This design comes from an exercise in tuning for small area, a short achievable clock period and few clock cycles per item on the open sky130 flow, not from production work.
For this run, only the layout was checked, not whether the RTL still works.
Power is estimated from default activity; no workload was simulated.

File: flow/design.v
package audio_pkg;
    typedef logic signed [15:0] sample_t;    
    typedef struct packed {
        sample_t left;                       
        sample_t right;
    } stereo_t;
    typedef logic [$clog2(16)-1:0] win_idx_t;
    typedef struct packed {
        logic first;                         
        logic last;                          
    } frame_tag_t;
    typedef struct packed {
        logic     slot;
        win_idx_t index;
        stereo_t  data;
    } buf_wr_t;
    localparam logic [16*16-1:0] hann_coef = {
        16'd1247,  16'd4799,  16'd10114, 16'd16384,
        16'd22654, 16'd27969, 16'd31522, 16'd32768,
        16'd31522, 16'd27969, 16'd22654, 16'd16384,
        16'd10114, 16'd4799,  16'd1247,  16'd0
    };
endpackage
package sdram_pkg;
    typedef logic [23-1:0] mem_addr_t;    
    typedef logic [31:0]              mem_data_t;    
    typedef struct packed {
        logic      read;
        logic      write;
        mem_addr_t addr;
        mem_data_t writedata;                        
    } mem_req_t;
endpackage
module pitch_mul_a (
    input  logic [15:0] x,
    input  logic [3:0]  cidx,
    output logic [22:0] s,
    output logic [22:0] c,
    output logic        cin
);
    logic [30:0] xs;
    logic [30:0] r0, r1, r2, r3, r4, k, rt;
    logic [3:0] e0;
    logic n0;
    logic [2:0] e1;
    logic n1;
    logic [2:0] e2;
    logic n2;
    logic [2:0] e3;
    logic n3;
    logic [0:0] e4;
    logic n4;
    logic et;
    assign xs = {{15{x[15]}}, x};
    always_comb begin
        e0 = '0; n0 = 1'b0; e1 = '0; n1 = 1'b0; e2 = '0; n2 = 1'b0; e3 = '0; n3 = 1'b0; e4 = '0; n4 = 1'b0; et = 1'b0; k = '0;
        case (cidx)
            4'd0: begin  end    
            4'd1: begin e0[3] = 1'b1; e1[2] = 1'b1; e2[2] = 1'b1; n2 = 1'b1; e3[2] = 1'b1; n3 = 1'b1; k = 31'd33; end    
            4'd2: begin e0[2] = 1'b1; e1[1] = 1'b1; e2[0] = 1'b1; n2 = 1'b1; e3[0] = 1'b1; n3 = 1'b1; e4[0] = 1'b1; n4 = 1'b1; k = 31'd321; end    
            4'd3: begin e0[1] = 1'b1; e1[0] = 1'b1; e2[1] = 1'b1; n2 = 1'b1; e3[1] = 1'b1; k = 31'd128; end    
            4'd4: begin e0[0] = 1'b1; end    
            4'd5: begin e0[1] = 1'b1; n0 = 1'b1; e1[0] = 1'b1; n1 = 1'b1; e2[1] = 1'b1; e3[1] = 1'b1; n3 = 1'b1; et = 1'b1; k = 31'd10242; end    
            4'd6: begin e0[2] = 1'b1; n0 = 1'b1; e1[1] = 1'b1; n1 = 1'b1; e2[0] = 1'b1; e3[0] = 1'b1; e4[0] = 1'b1; et = 1'b1; k = 31'd5120; end    
            4'd7: begin e0[3] = 1'b1; n0 = 1'b1; e1[2] = 1'b1; n1 = 1'b1; e2[2] = 1'b1; e3[1] = 1'b1; et = 1'b1; k = 31'd1280; end    
            4'd8: begin et = 1'b1; end    
            4'd9: begin e0[3] = 1'b1; n0 = 1'b1; e1[2] = 1'b1; n1 = 1'b1; e2[2] = 1'b1; e3[1] = 1'b1; et = 1'b1; k = 31'd1280; end    
            4'd10: begin e0[2] = 1'b1; n0 = 1'b1; e1[1] = 1'b1; n1 = 1'b1; e2[0] = 1'b1; e3[0] = 1'b1; e4[0] = 1'b1; et = 1'b1; k = 31'd5120; end    
            4'd11: begin e0[1] = 1'b1; n0 = 1'b1; e1[0] = 1'b1; n1 = 1'b1; e2[1] = 1'b1; e3[1] = 1'b1; n3 = 1'b1; et = 1'b1; k = 31'd10242; end    
            4'd12: begin e0[0] = 1'b1; end    
            4'd13: begin e0[1] = 1'b1; e1[0] = 1'b1; e2[1] = 1'b1; n2 = 1'b1; e3[1] = 1'b1; k = 31'd128; end    
            4'd14: begin e0[2] = 1'b1; e1[1] = 1'b1; e2[0] = 1'b1; n2 = 1'b1; e3[0] = 1'b1; n3 = 1'b1; e4[0] = 1'b1; n4 = 1'b1; k = 31'd321; end    
            4'd15: begin e0[3] = 1'b1; e1[2] = 1'b1; e2[2] = 1'b1; n2 = 1'b1; e3[2] = 1'b1; n3 = 1'b1; k = 31'd33; end    
            default: ;
        endcase
    end
    logic [30:0] xs0;
    assign xs0 = {{15{x[15] ^ n0}}, x ^ {16{n0}}};
    assign r0 = ({31{e0[0]}} & (xs0 << 14))
        | ({31{e0[1]}} & (xs0 << 13))
        | ({31{e0[2]}} & (xs0 << 12))
        | ({31{e0[3]}} & (xs0 << 10));
    logic [30:0] xs1;
    assign xs1 = {{15{x[15] ^ n1}}, x ^ {16{n1}}};
    assign r1 = ({31{e1[0]}} & (xs1 << 11))
        | ({31{e1[1]}} & (xs1 << 10))
        | ({31{e1[2]}} & (xs1 << 8));
    logic [30:0] xs2;
    assign xs2 = {{15{x[15] ^ n2}}, x ^ {16{n2}}};
    assign r2 = ({31{e2[0]}} & (xs2 << 8))
        | ({31{e2[1]}} & (xs2 << 7))
        | ({31{e2[2]}} & (xs2 << 5));
    logic [30:0] xs3;
    assign xs3 = {{15{x[15] ^ n3}}, x ^ {16{n3}}};
    assign r3 = ({31{e3[0]}} & (xs3 << 6))
        | ({31{e3[1]}} & (xs3 << 1))
        | ({31{e3[2]}} & (xs3 << 0));
    logic [30:0] xs4;
    assign xs4 = {{15{x[15] ^ n4}}, x ^ {16{n4}}};
    assign r4 = ({31{e4[0]}} & (xs4 << 0));
    assign rt = {31{et}} & {xs[15:0], 15'd0};
    logic [30:0] rtk;
    assign rtk = rt | k;
    logic [30:0] t0, u0, m0;
    assign t0 = r0 ^ r1 ^ r2;
    assign m0 = (r0 & r1) | (r0 & r2) | (r1 & r2);
    assign u0 = {m0[29:0], 1'b0};
    logic [30:0] t1, u1, m1;
    assign t1 = r3 ^ r4 ^ rtk;
    assign m1 = (r3 & r4) | (r3 & rtk) | (r4 & rtk);
    assign u1 = {m1[29:0], 1'b0};
    logic [30:0] t2, u2, m2;
    assign t2 = t0 ^ u0 ^ t1;
    assign m2 = (t0 & u0) | (t0 & t1) | (u0 & t1);
    assign u2 = {m2[29:0], 1'b0};
    logic [30:0] t3, u3, m3;
    assign t3 = t2 ^ u2 ^ u1;
    assign m3 = (t2 & u2) | (t2 & u1) | (u2 & u1);
    assign u3 = {m3[29:0], 1'b0};
    logic [8:0] lo_sum;
    assign lo_sum = {1'b0, t3[7:0]} + {1'b0, u3[7:0]};
    assign cin = lo_sum[8];
    assign s = t3[30:8];
    assign c = u3[30:8];
endmodule
module pitch_core (
    input  logic       i_clk,
    input  logic       reset,
    input  logic       start,
    input  sdram_pkg::mem_addr_t  src_addr,
    input  sdram_pkg::mem_addr_t  dst_addr,
    input  logic [3:0] speed,
    output logic       done,
    output sdram_pkg::mem_req_t   mem_req,
    input  sdram_pkg::mem_data_t  mem_readdata,
    input  logic       finished
);
    typedef sdram_pkg::mem_addr_t mem_addr_t;
    typedef enum logic [2:0] {S_IDLE, S_HDR, S_LEN, S_LEN2, S_WALK, S_END, S_DONE} state_e;
    state_e      st;
    logic        hdr_first;
    logic [3:0]  h;
    logic        lt8;                
    logic        eq8;                
    logic [2:0]  step;               
    logic [2:0]  r;                  
    mem_addr_t   srcq;               
    mem_addr_t   dstq;               
    logic [23:0] lmh;                
    logic [23:0] remh;               
    mem_addr_t   wa;                 
    mem_addr_t   rp;                 
    logic [3:0]  d;                  
    logic        first;              
    logic [1:0]  nsh;                
    logic [31:0] lo, hi, nxt;
    logic        nxt_v;
    logic        nx_wrap;            
    logic [3:0]  nx_d;
    logic [2:0]  nx_inc;             
    logic        nx_sh;              
    logic [1:0]  cstep;
    logic [15:0] a_x;
    logic [3:0]  a_c;
    logic        a_v, a_last, a_init;
    logic [22:0] qs, qc;             
    logic        qcin;
    logic        q_v, q_last, q_init;
    logic [15:0] acc0, acc1;         
    logic [31:0] res;
    logic        res_v;
    mem_addr_t   res_addr;
    logic        req_rd, req_wr;
    mem_addr_t   req_addr;
    logic [31:0] req_wdata;
    assign mem_req = {req_rd, req_wr, req_addr, req_wdata};
    function automatic logic [8:0] nx_of(input logic [3:0] dv, input logic lt8_i,
                                         input logic eq8_i, input logic [3:0] h_i,
                                         input logic [2:0] step_i);
        logic [4:0] ds;
        logic       w;
        logic [2:0] inc;
        if (lt8_i) begin
            w   = (dv >= h_i);
            ds  = w ? {1'b0, dv - h_i} : {1'b0, dv} + {2'b0, step_i};
            inc = step_i;
        end else begin
            ds  = {1'b0, dv} + {2'b0, step_i};
            w   = (ds >= {1'b0, h_i});
            if (w) ds = ds - {1'b0, h_i};
            inc = w ? {2'b0, eq8_i} : step_i;
        end
        nx_of = {w, ds[3:0], inc, lt8_i ? !w : 1'b1};
    endfunction
    logic [8:0]  nx_a, nx_b;
    logic [3:0]  d_b;
    assign d_b  = (st == S_WALK) ? {1'b0, r + 3'd1} : 4'd0;
    assign nx_a = nx_of(nx_d, lt8, eq8, h, step);
    assign nx_b = nx_of(d_b, lt8, eq8, h, step);
    logic [8:0]  nx_sel;
    assign nx_sel = (advance && !chain_end) ? nx_a : nx_b;
    logic        chain_end, last_chain, pf_next;
    assign chain_end  = remh[23] & (nx_wrap | (!lt8 & nx_d[3]));
    assign last_chain = ((r + 3'd1) == step);
    assign pf_next    = lt8 ? (nx_sh || (!remh[23] && remh[22:3] != 20'd0)) : !chain_end;
    logic [23:0] rem_sub;
    assign rem_sub = remh - ((st == S_LEN) ? 24'd16 : {20'd0, h});
    logic        has_out, pos_ok;
    logic [1:0]  c_last;
    logic        slot_ok, issue, issue_last, advance;
    logic        port_free, rd_fin, avail, fetched;
    logic [1:0]  need, nsh_after;
    logic        shift_now;
    logic        fin_now, wr_avail, rd_possible, want_cur, want_pf, wr_issue, rd_issue;
    mem_addr_t   rd_addr;
    assign has_out = (d[3] == 1'b0);
    assign pos_ok  = (st == S_WALK) && (nsh == 2'd0);
    assign c_last  = (lt8 ? first : (d == 4'd0 && !first)) ? 2'd1 : 2'd3;
    assign fin_now    = q_v && q_last;                   
    assign slot_ok    = !(a_v && a_last) && !fin_now && !res_v;
    logic        early_ok;
    assign early_ok   = (st == S_WALK) && (nsh == 2'd1) && !eq8 && !cstep[1];
    assign issue      = (pos_ok || early_ok) && has_out
                        && ((cstep != c_last) || (pos_ok && slot_ok));
    assign issue_last = issue && (cstep == c_last);
    assign advance    = pos_ok && (!has_out || issue_last);
    assign port_free = !(req_rd | req_wr) | finished;
    assign rd_fin    = finished & req_rd & (st == S_WALK || st == S_LEN || st == S_LEN2);
    assign avail     = nxt_v | rd_fin;
    assign fetched   = nxt_v | req_rd;
    always_comb begin
        if (!advance)       need = nsh;
        else if (chain_end) need = last_chain ? 2'd0 : (lt8 ? 2'd2 : 2'd1);
        else                need = {1'b0, nx_sh};
    end
    assign shift_now = (st == S_WALK) && (need != 2'd0) && avail;
    assign nsh_after = need - {1'b0, shift_now};
    assign wr_avail    = res_v || fin_now;
    assign rd_possible = (st == S_WALK) && !nxt_v && (!req_rd || (need != 2'd0));
    assign want_cur    = req_rd ? (need == 2'd2) : (nsh != 2'd0);
    assign want_pf     = req_rd ? (!advance && nsh == 2'd1 && pf_next)
                                : (pos_ok && (pf_next || (chain_end && !last_chain)));
    assign wr_issue    = port_free && wr_avail && !(rd_possible && want_cur);
    assign rd_issue    = port_free && rd_possible && !wr_issue && (want_cur || want_pf);
    assign rd_addr     = req_rd ? rp + mem_addr_t'(step) : ((pos_ok && chain_end) ? srcq : rp);
    logic [15:0] x;
    logic        selw, is_tail;
    logic [22:0] ms, mc;
    logic        mcin;
    always_comb begin
        selw = cstep[1] | eq8 | nsh[0];
        case ({selw, cstep[0]})
            2'd0: x = lo[31:16];
            2'd1: x = lo[15:0];
            2'd2: x = hi[31:16];
            default: x = hi[15:0];
        endcase
        is_tail = lt8 ? cstep[1] : !cstep[1];
    end
    pitch_mul_a i_mul (.x(a_x), .cidx(a_c), .s(ms), .c(mc), .cin(mcin));
    logic [22:0] tot;
    logic [15:0] acc_in, sum;
    logic [31:0] out_word;
    assign acc_in   = q_init ? 16'd0 : acc1;
    assign tot      = {acc_in, 7'd0} + qs + qc + {22'd0, qcin};
    assign sum      = tot[22:7];
    assign out_word = {acc0, sum};      
    always_ff @(posedge i_clk) begin
        if (reset) begin
            st            <= S_IDLE;
            done          <= 1'b0;
            req_rd  <= 1'b0;
            req_wr <= 1'b0;
            nsh           <= 2'd0;
            nxt_v         <= 1'b0;
            a_v           <= 1'b0;
            q_v           <= 1'b0;
            res_v         <= 1'b0;
        end else begin
            done <= 1'b0;
            a_v  <= issue;
            q_v  <= a_v;
            if (port_free) begin
                req_rd  <= 1'b0;
                req_wr <= 1'b0;
            end
            if (wr_issue) req_wr <= 1'b1;
            if (rd_issue) req_rd  <= 1'b1;
            if (st == S_WALK) nsh <= nsh_after;
            if (shift_now)   nxt_v <= 1'b0;
            else if (rd_fin) nxt_v <= 1'b1;
            if (fin_now && !wr_issue) res_v <= 1'b1;
            else if (wr_issue)        res_v <= 1'b0;
            case (st)
                S_IDLE: if (start) begin
                    req_rd <= 1'b1;
                    nxt_v  <= 1'b0;
                    st     <= S_HDR;
                end
                S_HDR: if (finished) begin
                    req_rd <= 1'b1;
                    st     <= S_LEN;
                end
                S_LEN: st <= (lmh[22:4] == 19'd0) ? S_END : S_LEN2;
                S_LEN2: begin
                    nsh <= lt8 ? 2'd2 : 2'd1;
                    st  <= S_WALK;
                end
                S_WALK: if (advance && chain_end && last_chain) st <= S_END;
                S_END: begin
                    if (!a_v && !q_v && !res_v && (!(req_wr || req_rd) || finished)) begin
                        done <= 1'b1;
                        st   <= S_DONE;
                    end
                end
                S_DONE: st <= S_IDLE;
                default: st <= S_IDLE;
            endcase
        end
    end
    always_ff @(posedge i_clk) begin
        a_x     <= x;
        a_c     <= {is_tail, d[2:0]};
        a_init  <= !cstep[1] || (lt8 ? (d == 4'd0) : first);
        a_last  <= (cstep == c_last);
        qs      <= ms;
        qc      <= mc;
        qcin    <= mcin;
        q_init  <= a_init;
        q_last  <= a_last;
        if (advance || st == S_LEN2) begin
            nx_wrap <= nx_sel[8];
            nx_d    <= nx_sel[7:4];
            nx_inc  <= nx_sel[3:1];
            nx_sh   <= nx_sel[0];
        end
        if (shift_now) begin
            lo <= hi;
            hi <= nxt_v ? nxt : mem_readdata;
        end else if (rd_fin) begin
            nxt <= mem_readdata;
        end
        if (q_v) begin
            acc1 <= acc0;
            acc0 <= sum;
        end
        if (fin_now) res <= out_word;
        if (wr_issue) begin
            req_addr      <= res_addr;
            req_wdata <= res_v ? res : out_word;
        end
        if (rd_issue) begin
            req_addr <= rd_addr;
            rp       <= rd_addr;
        end
        if (rd_fin) rp <= rp + mem_addr_t'(step);
        case (st)
            S_IDLE: begin
                srcq      <= src_addr;
                dstq      <= dst_addr;
                h         <= (speed == 4'd0) ? 4'd8 : speed;
                hdr_first <= 1'b1;
                req_addr <= src_addr;
            end
            S_HDR: begin
                hdr_first <= 1'b0;
                if (hdr_first) begin
                    srcq <= srcq + 1'b1;
                    dstq <= dstq + 1'b1;
                    lt8  <= (h < 4'd8);
                    eq8  <= (h == 4'd8);
                    step <= (h < 4'd8) ? 3'(4'd8 - h) : (h == 4'd8) ? 3'd1 : 3'(h - 4'd8);
                end
                lmh  <= {1'b0, mem_readdata[31:9]};
                remh <= {1'b0, mem_readdata[31:9]};
                if (finished) begin
                    req_addr <= srcq;
                    rp       <= srcq;
                end
            end
            S_LEN: remh <= rem_sub;
            S_LEN2: begin
                lmh   <= rem_sub;
                remh  <= rem_sub;
                r     <= 3'd0;
                d     <= 4'd0;
                first <= 1'b1;
                wa    <= dstq;
                srcq  <= srcq + 1'b1;
                dstq  <= dstq + 1'b1;
                cstep <= lt8 ? 2'd0 : 2'd2;
            end
            S_WALK: begin
                if (issue) cstep <= cstep + 2'd1;
                if (issue_last) res_addr <= wa;
                if (advance) begin
                    if (chain_end) begin
                        r     <= r + 3'd1;
                        d     <= {1'b0, r + 3'd1};
                        first <= 1'b1;
                        remh  <= lmh;
                        wa    <= dstq;
                        dstq  <= dstq + 1'b1;
                        srcq  <= srcq + 1'b1;
                        cstep <= lt8 ? 2'd0 : 2'd2;
                        if (!fetched && !rd_issue) rp <= srcq;
                    end else begin
                        d  <= nx_d;
                        wa <= wa + mem_addr_t'(nx_inc);
                        if (nx_wrap) begin
                            first <= 1'b0;
                            remh  <= rem_sub;
                        end
                        if (lt8) cstep <= (nx_d == 4'd0 && !(first && !nx_wrap)) ? 2'd2 : 2'd0;
                        else     cstep <= (first && !nx_wrap) ? 2'd2 : 2'd0;
                    end
                end
            end
            default: ;
        endcase
    end
endmodule
File: flow/flow/run.sh
#!/bin/bash
set -e
MARGIN=${MARGIN:-6.5}
bash standard.sh finish SETUP_SLACK_MARGIN=$MARGIN > standard.log 2>&1
File: flow/standard.sh
#!/bin/bash
# synth_recipe.tcl (not shown) runs the flow's synth.tcl, then flattens the netlist and writes it again
# the make line also repeats each setting of config.mk as NAME=value (left out here)
make -C /OpenROAD-flow-scripts/flow DESIGN_CONFIG=/design/flow/config.mk WORK_HOME=/design/flow/orfs CLKGATE_MAP_FILE= SYNTH_SCRIPT=/design/flow/synth_recipe.tcl "${@:-finish}"
File: flow/config.mk
export PLATFORM = sky130hd
export DESIGN_NAME = pitch_core
export DESIGN_NICKNAME = pitch_core
export VERILOG_FILES = /design/flow/design.v
export SDC_FILE = /design/flow/constraint.sdc
export NUM_CORES = 4
export LEC_CHECK = 0
export CAP_MARGIN = 20
export CORE_MARGIN = 2
export CORE_UTILIZATION = 40
export CTS_BUF_LIST = sky130_fd_sc_hd__clkbuf_16
export CTS_CLUSTER_DIAMETER = 80
export CTS_CLUSTER_SIZE = 20
export SETUP_SLACK_MARGIN = 5
export SLEW_MARGIN = 20
File: flow/constraint.sdc
create_clock -name core_clock -period 10.0 [get_ports {i_clk}]
set_input_delay 2.0000 -clock core_clock [delete_from_list [all_inputs] [get_ports {i_clk}]]
set_output_delay 2.0000 -clock core_clock [all_outputs]
set_load 0.01 [all_outputs]
==> out/results.ini <==
[floorplan]
pin_count = 144
dieArea_um2 = 74500
start_util = 0.404
die_w_um = 273
num_rows = 98
core_area_um2 = 71600
die_y_um = 273

[critical_path]
rr_startpoint = st[2]$_SDFFE_PP0P_
startpoint_type = register
cp_slowest_stage_delay_ns = 0.48
end_kind = register
path_max_fanout = 5
slowest_stage = fa_2
path_delay_family = adder cells
path_depth = 12
crit_type = reg -> reg
worstPathArrival_ns = 3.82
crit_buf_inv = 1
required_ns = 10.35
crit_path_start = st[2]$_SDFFE_PP0P_
path_cells = or3b_4, or2_4, inv_4, ha_4, fa_2, ha_4, a21o_1, a21oi_4, a21oi_4, nor2_2, a211oi_2, mux2_4
reg2reg_depth = 12

[power]
clockPowerShare = 0.212
seq_power_share = 0.416
power_density_nw_per_um2 = 226
power_switching_mw = 2.81
vdd_drop_max_uv = 126
combinationalPowerShare = 0.372
power_leakage_nw = 12.7
p_total_mw = 7.58
swShare = 0.371
p_int_mw = 4.77

[timing]
fin_ws_ns = 6.54
post-route-min-period_ns = 3.46
fmax_ghz = 0.289
rsz0062_at_grt = true
slew_viol_final = 0
finalHoldWorstSlack_ns = 0.336
fin_crit_sh = 0.346
setup_viol = 0
fin_skew_ns = 0.0276
finalHoldViolCount = 0
worst_slew_pin_slew_ns = 1.08
fin_tns_setup_ns = 0
maxSlewHeadroom = 0.277

[route]
vias_per_cell = 5.61
ant_nets = 0
wl_per_cell_um = 20.2
wirelength_mm = 76.1
initialDrtViolationCount = 1757
drc = 0
via_count = 21100
first_pass_iters = 7

[cells_and_area]
register_area_um2 = 13700
fin_area_um2 = 33500
drive_above_1_share = 0.131
multi_input_area_um2 = 14500
fin_nets = 3074
area_growth_syn_to_layout_pct = 15.9
fillCellCount = 6553

[placed_design]
port_buffers = 143
place_congestion = 0.902
dp_hpwl_mm = 52.7
pre_cts_slack_ns = 4.52
dpl_cell_area_um2 = 31300

[grt]
grt_first_pass_wirelength_mm = 119
use_met1 = 0.270
busiest_layer = met2
grt_use_total = 0.201
met3_usage = 0.0240
grt_max_degree = 90
grt_overflow = 0
grtUsageMet2 = 0.334
grt_pass1_vias = 20900
antenna_found_initial = 3

[synthesis]
seq_area_frac_synth = 0.473
syn_area_um2 = 28900
synthArstFlopShare = 0
syn_inst = 2688
synth_edf_count = 361
synth.distinct_cells = 71
synth.area.top_cells = edfxtp_1 (37%), dfxtp_1 (9.8%), fa_1 (7.8%)
ys.flop_type = edfxtp_1
synthTopCellsByCount = edfxtp_1 (361), nand2_1 (272), nor2_1 (210), a21oi_1 (172), inv_1 (145)
avgSynthCellArea_um2 = 10.8
syn_nets = 2977
ys_seq_elements = 503
synth_top_cell_area_share = 0.374
yosysMostFrequentCell = edfxtp_1
synth.yosys.warnings = 2
yosysTopAreaCell = edfxtp_1

[clock_network]
cts_tree = yes
clock_latency_ns = 0.59
cts_buffers = 38
cts.sink_count = 503
clk_path_buf_depth = 3
root_buffer = clkbuf_16
path_clk_slew_ns = 0.09
htreeDepth = 2

[worst_hold_path]
min_path_cells = 0
min_from = a_init$_DFF_P_
hold_class = reg -> reg

[flow_run]
drv_cap = 0

[run_status]
outcome = no timing/DRC/antenna violations

==> worst reg2reg max path, stage by stage, from the launching register on <==
cell      delay, ns
dfxtp_4        0.39
or3b_4         0.40
or2_4          0.28
inv_4          0.07
ha_4           0.13
fa_2           0.48
ha_4           0.30
a21o_1         0.15
a21oi_4        0.09
a21oi_4        0.23
nor2_2         0.05
a211oi_2       0.33
mux2_4         0.33
==> layer usage <==
| metal | vias to the layer above | share of wire |
|---|---|---|
| met5 | - | 0 |
| met4 | 0 | 0.036 |
| met3 | 150 | 0.057 |
| met2 | 761 | 0.47 |
| met1 | 10400 | 0.43 |
| li1 | 9852 | - |
==> power by group through the flow <==
| stage | sequential (mW) | combinational (mW) | clock [mW] |
|---|---|---|---|
| after floorplan | 3.00 | 2.04 | 0 |
| after global placement | 3.19 | 2.62 | 0 |
| after detailed placement | 3.19 | 2.69 | 0 |
| after CTS | 3.14 | 2.77 | 1.65 |
| after global routing | 3.19 | 3.19 | 1.72 |
| final | 3.15 | 2.82 | 1.61 |
==> layout make-up <==
cell class                 instances  share of cell area
antenna                            2            0.000149
clock buffer                      39              0.0291
clock inverter                    30             0.00906
inverter                         149              0.0172
multi-input combinational       1863               0.433
sequential                       503               0.409
tap                              950              0.0354
timing repair buffer             229              0.0669
timing repair inverter             1            0.000224
==> cells in the final DEF, fill, tap and decap left out, drive strengths merged, types with 17 or more instances in the layout <==
master,synthesis,layout
xor2,114,114
a21oi,172,173
clkdlybuf4s50,0,108
nand2,272,272
a221oi,26,26
nor2,210,210
dlygate4sd2,0,30
and3,32,32
buf,43,82
o221ai,24,24
mux2i,30,30
a22oi,50,50
nor3,32,32
o21ai,106,106
nand3,67,67
xnor2,87,87
fa,113,113
a211oi,22,22
inv,146,166
dfxtp,142,142
nor2b,32,32
clkbuf,131,42
a21o,31,31
ha,90,90
o22ai,27,27
mux2,87,87
edfxtp,361,361
and2,17,17
==> worst paths after layout <==
kind,endpoint,slack (ns)
max,nx_inc[0]$_DFFE_PP_,6.54
min,q_init$_DFF_P_,0.34
max reg2reg,nx_inc[0]$_DFFE_PP_,6.54
min reg2reg,q_init$_DFF_P_,0.34
==> repair_timing <==
| item | CTS | global route |
|---|---|---|
| gates resized for setup | 125 | 55 |
| cloned | 5 | 2 |
| buffers inserted | 24 | 16 |
| pin swaps | 7 | 24 |
| hold buffers | 0 | 0 |
| setup endpoints to repair | 355 | 178 |
==> through the flow <==
step | cells | utilization
2_1_floorplan | 2688 | -
3_3_place_gp | 3647 | 0.437
3_5_place_dp | 3647 | 0.438
4_1_cts | 3745 | 0.463
5_1_grt | 3765 | 0.468
6_report | 3766 | 0.469
==> flip-flops by register name, summed over array words and instances, names as in the netlist, 16 cells and up <==
signal / cells
hi: 32
lo: 32
nxt: 32
req_wdata: 32
res: 32
lmh: 24
remh: 24
dstq: 23
qc: 23
qs: 23
req_addr: 23
res_addr: 23
rp: 23
srcq: 23
wa: 23
a_x: 16
acc0: 16
acc1: 16
==> cell families after synthesis <==
group                      count (synthesis)  share of synthesized area
muxes                                    133                     0.0567
xor gates and xnor gates                 202                     0.0616
DFF                                      503                      0.473
AOI/OAI and AO/OA                        583                      0.133
adders and majority gates                203                      0.117
and+or+nand+nor                          741                      0.116
buffers and inverters                    323                     0.0433

-- static timing again, ports no longer ideal --
No port has a modelled driver above. Below, the same layout with a new extraction and two added sets of constraints.
Step 1: set_driving_cell puts a clkbuf_16 on i_clk and a buf_2 on each other input, an assumption about the parent block.
Step 2 adds t to the input delays and takes it off the output delays; t is the mean of the earliest and latest rising clock arrival at the registers after step 1. Input paths then give back, and output paths get back, about the clock's delay inside the block.
Three values: no drivers, after step 1, after step 2; two values: the first two.
t, ns: 0.640
setup WS [ns]: 6.536 / 6.489 / 5.983
worst hold slack (ns): 0.336 / 0.336 / 0.336
latest minus earliest clock arrival (ns): 0.037 / 0.036
After both steps this run still meets setup and hold. For this run, drivers alone change the setup slack by -0.047 ns; drivers and shift together by -0.553 ns.
